What follows belongs to an exercise in optimizing a design on an open flow for small area and a short achievable clock period; a production flow would make more cautious choices. Power and IR drop assume default switching activity.

==> flow/design.v <==
module fifo_flags_top (
  input  logic        clk,
  input  logic        rst_n,
  input  logic        winc,
  input  logic [31:0] wdata,
  input  logic        wclr_err,
  output logic        wfull,
  output logic        walmost_full,
  output logic        woverflow,
  output logic [6:0]  wlevel,
  input  logic        rinc,
  input  logic        rclr_err,
  output logic [31:0] rdata,
  output logic        rempty,
  output logic        ralmost_empty,
  output logic        runderflow,
  output logic [6:0]  rlevel
);
  async_fifo_flags #(
    .WIDTH(32), .DEPTH(64), .SYNC_STAGES(2), .AF_LEVEL(60), .AE_LEVEL(4), .FWFT(0)
  ) u_fifo (
    .wclk(clk), .rclk(clk), .rst_n(rst_n),
    .winc(winc), .wdata(wdata), .wclr_err(wclr_err),
    .wfull(wfull), .walmost_full(walmost_full), .woverflow(woverflow), .wlevel(wlevel),
    .rinc(rinc), .rclr_err(rclr_err), .rdata(rdata), .rempty(rempty),
    .ralmost_empty(ralmost_empty), .runderflow(runderflow), .rlevel(rlevel)
  );
endmodule

package async_fifo_pkg;
  localparam int SYNC_STAGES_MIN = 2;
  localparam int SYNC_STAGES_MAX = 4;
  localparam int PTR_W_MAX       = 32;
  typedef logic [PTR_W_MAX-1:0] ptr_t;
  function automatic logic [PTR_W_MAX-1:0] bin2gray(input logic [PTR_W_MAX-1:0] b);
    bin2gray = b ^ (b >> 1);
  endfunction
  function automatic logic [PTR_W_MAX-1:0] gray2bin(input logic [PTR_W_MAX-1:0] gray);
    logic [PTR_W_MAX-1:0] bin;
    bin = gray;
    for (int i = 1; i < PTR_W_MAX; i++) begin
      bin = bin ^ (gray >> i);
    end
    gray2bin = bin;
  endfunction
endpackage
module gray_ptr_sync #(
  parameter int WIDTH  = 7,
  parameter int STAGES = 2
) (
  input  logic             clk,
  input  logic             rst_n,
  input  logic [WIDTH-1:0] gray_in,
  output logic [WIDTH-1:0] gray_out
);
  logic [STAGES-1:0][WIDTH-1:0] sync_q;
  logic [STAGES-1:0][WIDTH-1:0] sync_d;
  always_comb begin
    sync_d = {sync_q[STAGES-2:0], gray_in};
  end
  always_ff @(posedge clk or negedge rst_n) begin
    if (!rst_n) begin
      sync_q <= '0;
    end else begin
      sync_q <= sync_d;
    end
  end
  assign gray_out = sync_q[STAGES-1];
endmodule
module async_fifo_flags
#(
  parameter int WIDTH       = 32,
  parameter int DEPTH       = 64,
  parameter int SYNC_STAGES = 2,
  parameter int AF_LEVEL    = DEPTH - 4,
  parameter int AE_LEVEL    = 4,
  parameter int FWFT        = 0,
  localparam int ADDR_W     = $clog2(DEPTH)
) (
  input  logic              wclk,
  input  logic              rclk,
  input  logic              rst_n,
  input  logic              winc,
  input  logic [WIDTH-1:0]  wdata,
  input  logic              wclr_err,
  output logic              wfull,
  output logic              walmost_full,
  output logic              woverflow,
  output logic [ADDR_W:0]   wlevel,
  input  logic              rinc,
  input  logic              rclr_err,
  output logic [WIDTH-1:0]  rdata,
  output logic              rempty,
  output logic              ralmost_empty,
  output logic              runderflow,
  output logic [ADDR_W:0]   rlevel
);
  localparam int PTR_W  = ADDR_W + 1;
  localparam int SYNC_N = (SYNC_STAGES < async_fifo_pkg::SYNC_STAGES_MIN) ? async_fifo_pkg::SYNC_STAGES_MIN :
                          (SYNC_STAGES > async_fifo_pkg::SYNC_STAGES_MAX) ? async_fifo_pkg::SYNC_STAGES_MAX : SYNC_STAGES;
  localparam int LAG    = SYNC_N + 1;
  localparam int LO_W   = ADDR_W / 2;
  localparam int HI_W   = ADDR_W - LO_W;
  localparam int LO_N   = 1 << LO_W;
  localparam int HI_N   = 1 << HI_W;
  localparam int LO_COPIES = (WIDTH >= 32) ? WIDTH / 2 : WIDTH;
  logic [1:0] wrst_q, rrst_q;
  logic       wrst_n, rrst_n;
  always_ff @(posedge wclk or negedge rst_n) begin
    if (!rst_n) wrst_q <= 2'b00;
    else        wrst_q <= {wrst_q[0], 1'b1};
  end
  always_ff @(posedge rclk or negedge rst_n) begin
    if (!rst_n) rrst_q <= 2'b00;
    else        rrst_q <= {rrst_q[0], 1'b1};
  end
  assign wrst_n = wrst_q[1];
  assign rrst_n = rrst_q[1];
  logic [WIDTH-1:0] mem [DEPTH];
  function automatic logic ge_c(input logic [PTR_W-1:0] q, input int k);
    logic gt, eq;
    if (k <= 0) begin
      ge_c = 1'b1;
    end else if (k >= (1 << PTR_W)) begin
      ge_c = 1'b0;
    end else begin
      gt = 1'b0;
      eq = 1'b1;
      for (int i = PTR_W - 1; i >= 0; i--) begin
        if (((k >> i) & 1) == 1) begin
          eq = eq & q[i];
        end else begin
          gt = gt | (eq & q[i]);
          eq = eq & !q[i];
        end
      end
      ge_c = gt | eq;
    end
  endfunction
  localparam logic [PTR_W-1:0] LVL_MAX = '1;
  logic [ADDR_W-1:0] wptr_q;
  logic [PTR_W-1:0]  wlevel_q, wlevel_d;
  logic              wfull_q, wfull_d, waf_q, waf_d, wovf_q, wovf_d, w_accept;
  logic              wfull_acc_q, wfull_acc_d, wfull_mem_q, wfull_mem_d;
  logic [LAG-1:0]    racc_hist_q;    
  logic              r_accept, w_pop_seen;
  logic              wfull_dn, wfull_st, wfull_up, waf_dn, waf_st, waf_up;
  always_comb begin
    w_accept   = winc && !wfull_acc_q;
    w_pop_seen = racc_hist_q[LAG-1];
    wfull_dn   = (wlevel_q == PTR_W'(DEPTH + 1));
    wfull_st   = (wlevel_q == PTR_W'(DEPTH));
    wfull_up   = (wlevel_q == PTR_W'(DEPTH - 1));
    waf_dn     = ge_c(wlevel_q, AF_LEVEL + 1) || (wlevel_q == '0);
    waf_st     = ge_c(wlevel_q, AF_LEVEL);
    waf_up     = ge_c(wlevel_q, AF_LEVEL - 1) && (wlevel_q != LVL_MAX);
    if (w_accept == w_pop_seen) begin
      wlevel_d = wlevel_q;
      wfull_d  = wfull_st;
      waf_d    = waf_st;
    end else if (w_accept) begin
      wlevel_d = wlevel_q + PTR_W'(1);
      wfull_d  = wfull_up;
      waf_d    = waf_up;
    end else begin
      wlevel_d = wlevel_q - PTR_W'(1);
      wfull_d  = wfull_dn;
      waf_d    = waf_dn;
    end
    wovf_d      = (winc && wfull_acc_q) ? 1'b1 : (wclr_err ? 1'b0 : wovf_q);
    wfull_acc_d = (wlevel_d == PTR_W'(DEPTH));
    wfull_mem_d = wlevel_d[PTR_W-1] && !(|wlevel_d[PTR_W-2:0]);
  end
  always_ff @(posedge wclk or negedge wrst_n) begin
    if (!wrst_n) begin
      wptr_q      <= '0;
      wlevel_q    <= '0;
      wfull_q     <= 1'b0;
      wfull_acc_q <= 1'b0;
      wfull_mem_q <= 1'b0;
      waf_q       <= 1'b0;
      wovf_q      <= 1'b0;
      racc_hist_q <= '0;
    end else begin
      wptr_q      <= wptr_q + ADDR_W'(w_accept);
      wlevel_q    <= wlevel_d;
      wfull_q     <= wfull_d;
      wfull_acc_q <= wfull_acc_d;
      wfull_mem_q <= wfull_mem_d;
      waf_q       <= waf_d;
      wovf_q      <= wovf_d;
      racc_hist_q <= {racc_hist_q[LAG-2:0], r_accept};
    end
  end
  always_ff @(posedge wclk) begin
    if (!wfull_mem_q) mem[wptr_q] <= wdata;
  end
  logic [LO_N-1:0]  rlo_q [LO_COPIES];  
  logic [HI_N-1:0]  rhi_q;           
  logic [PTR_W-1:0] rlevel_q, rlevel_d;
  logic             rempty_q, rempty_d, rae_q, rae_d, runf_q, runf_d;
  logic [LAG-1:0]   wacc_hist_q;     
  logic             r_push_seen;
  logic             rempty_dn, rempty_st, rempty_up, rae_dn, rae_st, rae_up;
  always_comb begin
    r_accept    = rinc && !rempty_q;
    r_push_seen = wacc_hist_q[LAG-1];
    rempty_dn   = (rlevel_q == PTR_W'(1));
    rempty_st   = (rlevel_q == '0);
    rempty_up   = (rlevel_q == LVL_MAX);
    rae_dn      = !rempty_st && !ge_c(rlevel_q, AE_LEVEL + 2);
    rae_st      = !ge_c(rlevel_q, AE_LEVEL + 1);
    rae_up      = !ge_c(rlevel_q, AE_LEVEL) || rempty_up;
    if (r_accept == r_push_seen) begin
      rlevel_d = rlevel_q;
      rempty_d = rempty_st;
      rae_d    = rae_st;
    end else if (r_push_seen) begin
      rlevel_d = rlevel_q + PTR_W'(1);
      rempty_d = rempty_up;
      rae_d    = rae_up;
    end else begin
      rlevel_d = rlevel_q - PTR_W'(1);
      rempty_d = rempty_dn;
      rae_d    = rae_dn;
    end
    runf_d   = (rinc && rempty_q) ? 1'b1 : (rclr_err ? 1'b0 : runf_q);
  end
  always_ff @(posedge rclk or negedge rrst_n) begin
    if (!rrst_n) begin
      for (int c = 0; c < LO_COPIES; c++) rlo_q[c] <= LO_N'(1);
      rhi_q       <= HI_N'(1);
      rlevel_q    <= '0;
      rempty_q    <= 1'b1;
      rae_q       <= 1'b1;
      runf_q      <= 1'b0;
      wacc_hist_q <= '0;
    end else begin
      if (r_accept) begin
        for (int c = 0; c < LO_COPIES; c++) rlo_q[c] <= {rlo_q[c][LO_N-2:0], rlo_q[c][LO_N-1]};
        if (rlo_q[0][LO_N-1]) rhi_q <= {rhi_q[HI_N-2:0], rhi_q[HI_N-1]};
      end
      rlevel_q    <= rlevel_d;
      rempty_q    <= rempty_d;
      rae_q       <= rae_d;
      runf_q      <= runf_d;
      wacc_hist_q <= {wacc_hist_q[LAG-2:0], w_accept};
    end
  end
  logic [WIDTH-1:0] grp_word [HI_N];
  logic [WIDTH-1:0] head_word;
  always_comb begin
    for (int g = 0; g < HI_N; g++) begin
      grp_word[g] = '0;
      for (int j = 0; j < LO_N; j++) begin
        for (int b = 0; b < WIDTH; b++)
          grp_word[g][b] = grp_word[g][b] | (mem[g*LO_N + j][b] & rlo_q[b * LO_COPIES / WIDTH][j]);
      end
    end
    head_word = '0;
    for (int g = 0; g < HI_N; g++) begin
      head_word = head_word | (grp_word[g] & {WIDTH{rhi_q[g]}});
    end
  end
  generate
    if (FWFT != 0) begin : g_fwft
      assign rdata = rempty_q ? '0 : head_word;
    end else begin : g_reg
      logic [WIDTH-1:0] rdata_q;
      always_ff @(posedge rclk or negedge rrst_n) begin
        if (!rrst_n)       rdata_q <= '0;
        else if (r_accept) rdata_q <= head_word;
      end
      assign rdata = rdata_q;
    end
  endgenerate
  assign wfull         = wfull_q;
  assign walmost_full  = waf_q;
  assign woverflow     = wovf_q;
  assign wlevel        = wlevel_q;
  assign rempty        = rempty_q;
  assign ralmost_empty = rae_q;
  assign runderflow    = runf_q;
  assign rlevel        = rlevel_q;
endmodule
==> flow/config.mk <==
export PLATFORM = sky130hd
export DESIGN_NAME = fifo_flags_top
export DESIGN_NICKNAME = fifo_flags_top
export VERILOG_FILES = /design/flow/design.v
export SDC_FILE = /design/flow/constraint.sdc
export NUM_CORES = 4
export LEC_CHECK = 0
export CAP_MARGIN = 20
export CORE_MARGIN = 2
export CORE_UTILIZATION = 63
export CTS_CLUSTER_DIAMETER = 100
export CTS_CLUSTER_SIZE = 30
export PLACE_DENSITY = 0.72
export SETUP_SLACK_MARGIN = 1.8
export SLEW_MARGIN = 20
==> flow/constraint.sdc <==
create_clock -name core_clock -period 4.0 [get_ports {clk}]
set_input_delay 0.8000 -clock core_clock [delete_from_list [all_inputs] [get_ports {clk}]]
set_output_delay 0.8000 -clock core_clock [all_outputs]
set_load 0.01 [all_outputs]
run.sh (not shown) runs the stock make flow with config.mk's settings and CLKGATE_MAP_FILE= SYNTH_SCRIPT=/design/flow/synth_recipe.tcl, a recipe that flattens the netlist after the stock synthesis.
Edit:
--- a/flow/design.v
+++ b/flow/design.v
@@ -139,16 +139,15 @@
   endfunction
   localparam logic [PTR_W-1:0] LVL_MAX = '1;
   logic [ADDR_W-1:0] wptr_q;
   logic [PTR_W-1:0]  wlevel_q, wlevel_d;
   logic              wfull_q, wfull_d, waf_q, waf_d, wovf_q, wovf_d, w_accept;
-  logic              wfull_acc_q, wfull_acc_d, wfull_mem_q, wfull_mem_d;
   logic [LAG-1:0]    racc_hist_q;    
   logic              r_accept, w_pop_seen;
   logic              wfull_dn, wfull_st, wfull_up, waf_dn, waf_st, waf_up;
   always_comb begin
-    w_accept   = winc && !wfull_acc_q;
+    w_accept   = winc && !wfull_q;
     w_pop_seen = racc_hist_q[LAG-1];
     wfull_dn   = (wlevel_q == PTR_W'(DEPTH + 1));
     wfull_st   = (wlevel_q == PTR_W'(DEPTH));
     wfull_up   = (wlevel_q == PTR_W'(DEPTH - 1));
     waf_dn     = ge_c(wlevel_q, AF_LEVEL + 1) || (wlevel_q == '0);
@@ -165,37 +164,31 @@
     end else begin
       wlevel_d = wlevel_q - PTR_W'(1);
       wfull_d  = wfull_dn;
       waf_d    = waf_dn;
     end
-    wovf_d      = (winc && wfull_acc_q) ? 1'b1 : (wclr_err ? 1'b0 : wovf_q);
-    wfull_acc_d = (wlevel_d == PTR_W'(DEPTH));
-    wfull_mem_d = wlevel_d[PTR_W-1] && !(|wlevel_d[PTR_W-2:0]);
+    wovf_d   = (winc && wfull_q) ? 1'b1 : (wclr_err ? 1'b0 : wovf_q);
   end
   always_ff @(posedge wclk or negedge wrst_n) begin
     if (!wrst_n) begin
       wptr_q      <= '0;
       wlevel_q    <= '0;
       wfull_q     <= 1'b0;
-      wfull_acc_q <= 1'b0;
-      wfull_mem_q <= 1'b0;
       waf_q       <= 1'b0;
       wovf_q      <= 1'b0;
       racc_hist_q <= '0;
     end else begin
       wptr_q      <= wptr_q + ADDR_W'(w_accept);
       wlevel_q    <= wlevel_d;
       wfull_q     <= wfull_d;
-      wfull_acc_q <= wfull_acc_d;
-      wfull_mem_q <= wfull_mem_d;
       waf_q       <= waf_d;
       wovf_q      <= wovf_d;
       racc_hist_q <= {racc_hist_q[LAG-2:0], r_accept};
     end
   end
   always_ff @(posedge wclk) begin
-    if (!wfull_mem_q) mem[wptr_q] <= wdata;
+    if (!wfull_q) mem[wptr_q] <= wdata;
   end
   logic [LO_N-1:0]  rlo_q [LO_COPIES];  
   logic [HI_N-1:0]  rhi_q;           
   logic [PTR_W-1:0] rlevel_q, rlevel_d;
   logic             rempty_q, rempty_d, rae_q, rae_d, runf_q, runf_d;
Effect:
- wire length shrinks by 3.0%
- global-route usage shrinks by 0.71 points
- register-to-register slack improved by 0.15 ns
- power shrinks by 0.88%
- synthesized cell count is about the same
- core utilization grows by 0.66 points
- cell area barely changes
- sequential share of layout area barely changes
- sequential cell count shrinks by 2
- via count hardly moves
- cell count shrinks by 0.94%
No run of this note included a check of the RTL's function; only the layout flow was run.

==> static timing again, ports no longer ideal <==
No port has a modelled driver above. Below, the same layouts with a new extraction and two added sets of constraints. Step 1 assumes that a clkbuf_16 drives the clock port and a buf_2 every other input. Step 2 moves the port delays by t, midway between the first and last clock arrival at a register: inputs arrive t later, outputs are due t later. That takes back most of the time a late clock gives input paths. Three values: ideal ports, drivers, drivers and shift; two values: the first two.
| run | t, ns | setup slack, ns | hold WS [ns] |
|---|---|---|---|
| the first run | 0.795 | 1.591 / 1.591 / 0.978 | 0.213 / 0.163 / 0.362 |
| the second run | 0.796 | 1.699 / 1.623 / 1.144 | 0.214 / 0.173 / 0.214 |
After both steps every run listed still meets setup and hold. The setup slack of the first run, which loses most, moves by 0.000 ns with the drivers and by -0.613 ns with both steps.
